From an optimization exercise on the open Yosys and OpenROAD flow, aimed at small area, a short achievable clock period and few clock cycles per item; shortcuts taken in it are not production practice. The RTL was checked by simulation tests, not by an equivalence proof against the original design.

Design adc_scan_scale_smooth, start of the top module:
module adc_scan_scale_smooth (
   input  logic                clock,
   input  logic                reset,
   input  logic                req_valid,
   output logic                req_ready,
   input  logic [13:0]         req_sample,
   output logic                rsp_valid,
   input  logic                rsp_ready,
   output logic [1:0]          rsp_channel,
   output logic signed [31:0]  rsp_smoothed_value,
   output logic [7:0]          rsp_next_mux,
   input  logic                csr_we,
   input  logic [2:0]          csr_index,
   input  logic [31:0]         csr_wdata
);
clock: 9.5 ns
lec_check: 0
cap_margin: 20
core_margin: 2
core_utilization: 40
cts_buf_list: sky130_fd_sc_hd__clkbuf_4
cts_cluster_size: 20
slew_margin: 20
standard.sh (not shown) runs the stock make flow with config.mk's settings and CLKGATE_MAP_FILE= SYNTH_SCRIPT=/design/flow/synth_recipe.tcl, a recipe that flattens the netlist after the stock synthesis.
==> flow/flow/run.sh <==
#!/bin/bash
# The standard layout, with three changes to how it is made:
#  - Yosys synth without its early "abc -fast" pass (-noabc), so that
#    extract_fa finds the carry-save adders without inverted polarities;
#  - port buffers of a plain buffer cell instead of the default delay cell;
#  - timing repair aimed 5.5 ns below the clock period.
# The clock period, SDC and everything else are the standard flow's. Each tool's output is
# in orfs/logs/ (ORFS) and in standard.log.
set -euo pipefail
bash standard.sh SYNTH_ARGS=-noabc SETUP_SLACK_MARGIN=5.5 \
  "BUFFER_PORTS_ARGS=-buffer_cell sky130_fd_sc_hd__buf_2" finish > standard.log 2>&1
Testbench counts at the start, summed over its fixed seeds: cycles 4,856, samples 4,800.
Next try:
Settings changed: CTS_BUF_LIST sky130_fd_sc_hd__clkbuf_4 to sky130_fd_sc_hd__clkbuf_16, CTS_CLUSTER_DIAMETER set to 100, CTS_CLUSTER_SIZE 20 to 30.
Outcome: Global-route usage shrinks by 0.65 points. Non-clock buffer count shrinks by 12. Clock-buffer cell count shrinks by 252. Via count shrinks by 2.9%. Utilization shrinks by 1.2 points. Wire length shrinks by 1.7%. Synthesized cell count stays the same. Worst hold slack improved by 0.016 ns. Cell area shrinks by 2.6%.

---

Setup of build 96:
Starting RTL as in the previous note.
Settings: LEC_CHECK=0, CAP_MARGIN=20, CORE_MARGIN=2, CORE_UTILIZATION=40, CTS_BUF_LIST=sky130_fd_sc_hd__clkbuf_8, CTS_CLUSTER_SIZE=20, SLEW_MARGIN=20; clock period 9.5 ns.
==> flow/flow/run.sh <==
#!/bin/bash
# The standard layout, with three changes to how it is made:
#  - Yosys synth without its early "abc -fast" pass (-noabc), so that
#    extract_fa finds the carry-save adders without inverted polarities;
#  - port buffers of a plain buffer cell instead of the default delay cell;
#  - timing repair aimed 5.5 ns below the clock period.
# The clock period, SDC and everything else are the standard flow's. Each tool's output is
# in orfs/logs/ (ORFS) and in standard.log.
set -euo pipefail
bash standard.sh SYNTH_ARGS=-noabc SETUP_SLACK_MARGIN=5.25 \
  "BUFFER_PORTS_ARGS=-buffer_cell sky130_fd_sc_hd__buf_2" finish > standard.log 2>&1
Having completed the whole flow, build 96 delivered a layout that passed the timing, DRC and antenna checks.
Testbench counts of build 96, summed over its fixed seeds: cycles 4,856, samples 4,800.
Inputs modified between build 96 and build 85:
Settings: CTS_BUF_LIST changed from sky130_fd_sc_hd__clkbuf_8 to sky130_fd_sc_hd__clkbuf_16; CTS_CLUSTER_DIAMETER newly set to 150.
-- flow/flow/run.sh --
<<< build 96, line 10
bash standard.sh SYNTH_ARGS=-noabc SETUP_SLACK_MARGIN=5.25 \
>>> build 85, line 10
bash standard.sh SYNTH_ARGS=-noabc SETUP_SLACK_MARGIN=5.4 \
### Flow results
Going from build 96 to build 85, the multi-input gate share of total cell area was found to have gone up by 1.3 points. Taking build 96 as the reference point, the insertion delay of the later-clocked pin in the worst-skew pair of build 85 falls by 0.20 ns. From build 96 to build 85 the numbers moved as follows: final clock period utilization by the worst path -1.3 points, first-pass GRT wire length essentially unchanged. The run showing the smaller global-route usage is build 85. Against build 96, build 85 reports a fraction of area in registers that is higher. Comparing final routed wirelength across all metal layers for build 85 and build 96, the smaller number came from build 85. Of build 85 and build 96, build 85 shows the higher estimated wirelength of the detail-placed design, with build 96 below it. The wire length the detailed router placed on met1 of build 96 and that of build 85 are within noise of each other.
Inputs modified between build 85 and build 43:
Settings: CORE_UTILIZATION: 40 -> 55; PLACE_DENSITY: unset -> 0.7.
-- flow/flow/run.sh --
<<< build 85, line 10
bash standard.sh SYNTH_ARGS=-noabc SETUP_SLACK_MARGIN=5.4 \
>>> build 43, line 10
bash standard.sh SYNTH_ARGS=-noabc SETUP_SLACK_MARGIN=5.5 \
## What came out
[compare] base=build 85 new=build 43: number of cells traversed by the worst register-to-register path fell 3, share of cell area taken by multi-input logic gates shows an increase of 0.71 points, routing usage on met1 saw an increase. The fmax in build 43 sits 1.3% above the value recorded for build 85.
Inputs modified between build 43 and build 23:
Settings: CORE_UTILIZATION: 55 -> 40; CTS_BUF_LIST: sky130_fd_sc_hd__clkbuf_16 -> sky130_fd_sc_hd__clkbuf_8; PLACE_DENSITY: 0.7 -> unset; CTS_CLUSTER_DIAMETER: 150 -> unset.
-- flow/flow/run.sh --
<<< build 43, line 10
bash standard.sh SYNTH_ARGS=-noabc SETUP_SLACK_MARGIN=5.5 \
>>> build 23, line 10
bash standard.sh SYNTH_ARGS=-noabc SETUP_SLACK_MARGIN=5.4 \
Results
Final cell area: build 23 above build 43
Diff build 43 -> build 23: estimated wirelength of the detail-placed design now sits higher, number of clock sinks held steady, required time at the worst-slack endpoint went up by 0.18 ns.

---

Another version of the RTL of adc_scan_scale_smooth (not shown whole).
For scale: about 730 flip-flops, roughly 98 I/O pins.
clock: 9.5 ns
lec_check: 0
cap_margin: 20
core_margin: 2
core_utilization: 40
cts_buf_list: sky130_fd_sc_hd__clkbuf_8
cts_cluster_size: 20
slew_margin: 20
==> flow/flow/run.sh <==
#!/bin/bash
# The standard layout, with three changes to how it is made:
#  - Yosys synth without its early "abc -fast" pass (-noabc), so that
#    extract_fa finds the carry-save adders without inverted polarities;
#  - port buffers of a plain buffer cell instead of the default delay cell;
#  - timing repair aimed 5 ns below the clock period.
# The clock period, SDC and everything else are the standard flow's. Each tool's output is
# in orfs/logs/ (ORFS) and in standard.log.
set -euo pipefail
bash standard.sh SYNTH_ARGS=-noabc SETUP_SLACK_MARGIN=5.5 \
  "BUFFER_PORTS_ARGS=-buffer_cell sky130_fd_sc_hd__buf_2" finish > standard.log 2>&1
Testbench counts at the start, summed over its fixed seeds: cycles 4,856, samples 4,800.
Then changed:
==> flow/run.sh (new file) <==
#!/bin/bash
# synth_recipe.tcl (not shown) runs the flow's synth.tcl, then flattens the netlist and writes it again
# the make line also repeats each setting of config.mk as NAME=value (left out here)
make -C /OpenROAD-flow-scripts/flow DESIGN_CONFIG=/design/flow/config.mk WORK_HOME=/design/flow/orfs CLKGATE_MAP_FILE= SYNTH_SCRIPT=/design/flow/synth_recipe.tcl finish
CTS_BUF_LIST = not set   (was sky130_fd_sc_hd__clkbuf_8)
CTS_CLUSTER_SIZE = not set   (was 20)
SETUP_SLACK_MARGIN = 5   (was not set)
removed: flow/flow/run.sh
removed: flow/standard.sh
First-iteration DRC count falls by about a fifth.
Synthesized area is higher by a few percent.
Utilization came out lower by 2.0 points.
Cell count rises slightly.
Design area drops by a few percent.
Count of clock-buffer cells in the layout falls by 35.
Non-clock buffer count falls by 213.
Register-to-register slack gets worse by 0.38 ns.
Maximum frequency goes down by a little under a tenth.
Then changed:
CTS_BUF_LIST = sky130_fd_sc_hd__clkbuf_8   (was not set)
CTS_CLUSTER_SIZE = 20   (was not set)
After rerunning: The changed run ran to the end with no violations; via count climbs by 0.64%; cell area drops by 0.42%; die area is unchanged; final cell count climbs by 1.2%; setup slack degrades by 0.013 ns; hold slack barely changes; count of clock-buffer cells in the layout climbs by 34.
Then changed:
==> flow/flow/run.sh (new file) <==
#!/bin/bash
# The standard layout, with three changes to how it is made:
#  - Yosys synth without its early "abc -fast" pass (-noabc), so that
#    extract_fa finds the carry-save adders without inverted polarities;
#  - port buffers of a plain buffer cell instead of the default delay cell;
#  - timing repair aimed 5 ns below the clock period.
# The clock period, SDC and everything else are the standard flow's. Each tool's output is
# in orfs/logs/ (ORFS) and in standard.log.
set -euo pipefail
bash standard.sh SYNTH_ARGS=-noabc SETUP_SLACK_MARGIN=6.5 \
  "BUFFER_PORTS_ARGS=-buffer_cell sky130_fd_sc_hd__buf_2" finish > standard.log 2>&1
==> flow/standard.sh (new file) <==
#!/bin/bash
# synth_recipe.tcl (not shown) runs the flow's synth.tcl, then flattens the netlist and writes it again
# the make line also repeats each setting of config.mk as NAME=value (left out here)
make -C /OpenROAD-flow-scripts/flow DESIGN_CONFIG=/design/flow/config.mk WORK_HOME=/design/flow/orfs CLKGATE_MAP_FILE= SYNTH_SCRIPT=/design/flow/synth_recipe.tcl "${@:-finish}"
SETUP_SLACK_MARGIN = not set   (was 5)
removed: flow/run.sh
What happened: The new run completed with no timing, DRC or antenna violations. Utilization grows by 8.8 points. Worst setup slack gains 0.49 ns. Count of clock-buffer cells in the layout grows by 1. Die area decreases by 2.0%. Final area came out higher by 18%. Cell count went up by 1.7%. Non-clock buffer count came out higher by 554. Sequential cell count is unchanged. Global-route usage went up by 2.3 points. Wire length climbs by 12%.
Then changed:
==> flow/run.sh (new file) <==
#!/bin/bash
# synth_recipe.tcl (not shown) runs the flow's synth.tcl, then flattens the netlist and writes it again
# the make line also repeats each setting of config.mk as NAME=value (left out here)
make -C /OpenROAD-flow-scripts/flow DESIGN_CONFIG=/design/flow/config.mk WORK_HOME=/design/flow/orfs CLKGATE_MAP_FILE= SYNTH_SCRIPT=/design/flow/synth_recipe.tcl finish
CORE_UTILIZATION = 60   (was 40)
CTS_BUF_LIST = not set   (was sky130_fd_sc_hd__clkbuf_8)
CTS_CLUSTER_SIZE = not set   (was 20)
SETUP_SLACK_MARGIN = 5   (was not set)
removed: flow/flow/run.sh
removed: flow/standard.sh
Result: The new run produced a clean layout; clock skew went up by 0.0047 ns; cell area went down by about 16%; first-iteration DRC count went up by 15%; die area went down by 32%; setup slack degrades by 0.52 ns; non-clock buffer count went down by 556; via count went down by 5.5%.

[afterwards: timing with drivers on the ports]
The flow's constraints put no driver on any port. The routed layouts listed below were extracted and timed again, unchanged, in two steps. Step 1 assumes that a clkbuf_16 drives the clock port and a buf_2 every other input. Step 2 moves the port delays by t, midway between the first and last clock arrival at a register: inputs arrive t later, outputs are due t later. That takes back most of the time a late clock gives input paths. Slacks: no drivers / after step 1 / after step 2; pairs: no drivers / after step 1.
run	t (ns)	setup slack, ns	pins driven straight from the clock port
the first run of note 1	1.252	5.493 / 5.493 / 4.496	1
the second run of note 1	0.718	5.462 / 5.462 / 5.072	1
build 96	0.914	5.294 / 5.294 / 4.978	1
build 85	0.724	5.418 / 5.418 / 4.831	1
build 43	0.712	5.471 / 5.471 / 5.074	1
build 23	0.920	5.430 / 5.430 / 4.829	1
the first run of note 3	0.910	5.470 / 5.470 / 5.199	1
the second run of note 3	0.756	5.090 / 5.090 / 4.955	1
the third run of note 3	0.947	5.077 / 5.070 / 4.925	1
the fourth run of note 3	0.946	5.565 / 5.565 / 5.343	1
the fifth run of note 3	0.721	5.041 / 5.041 / 4.868	1
After both steps setup and hold are still met in every run listed. The setup slack of the first run of note 1, which loses most, moves by 0.000 ns with the drivers and by -0.997 ns with both steps.
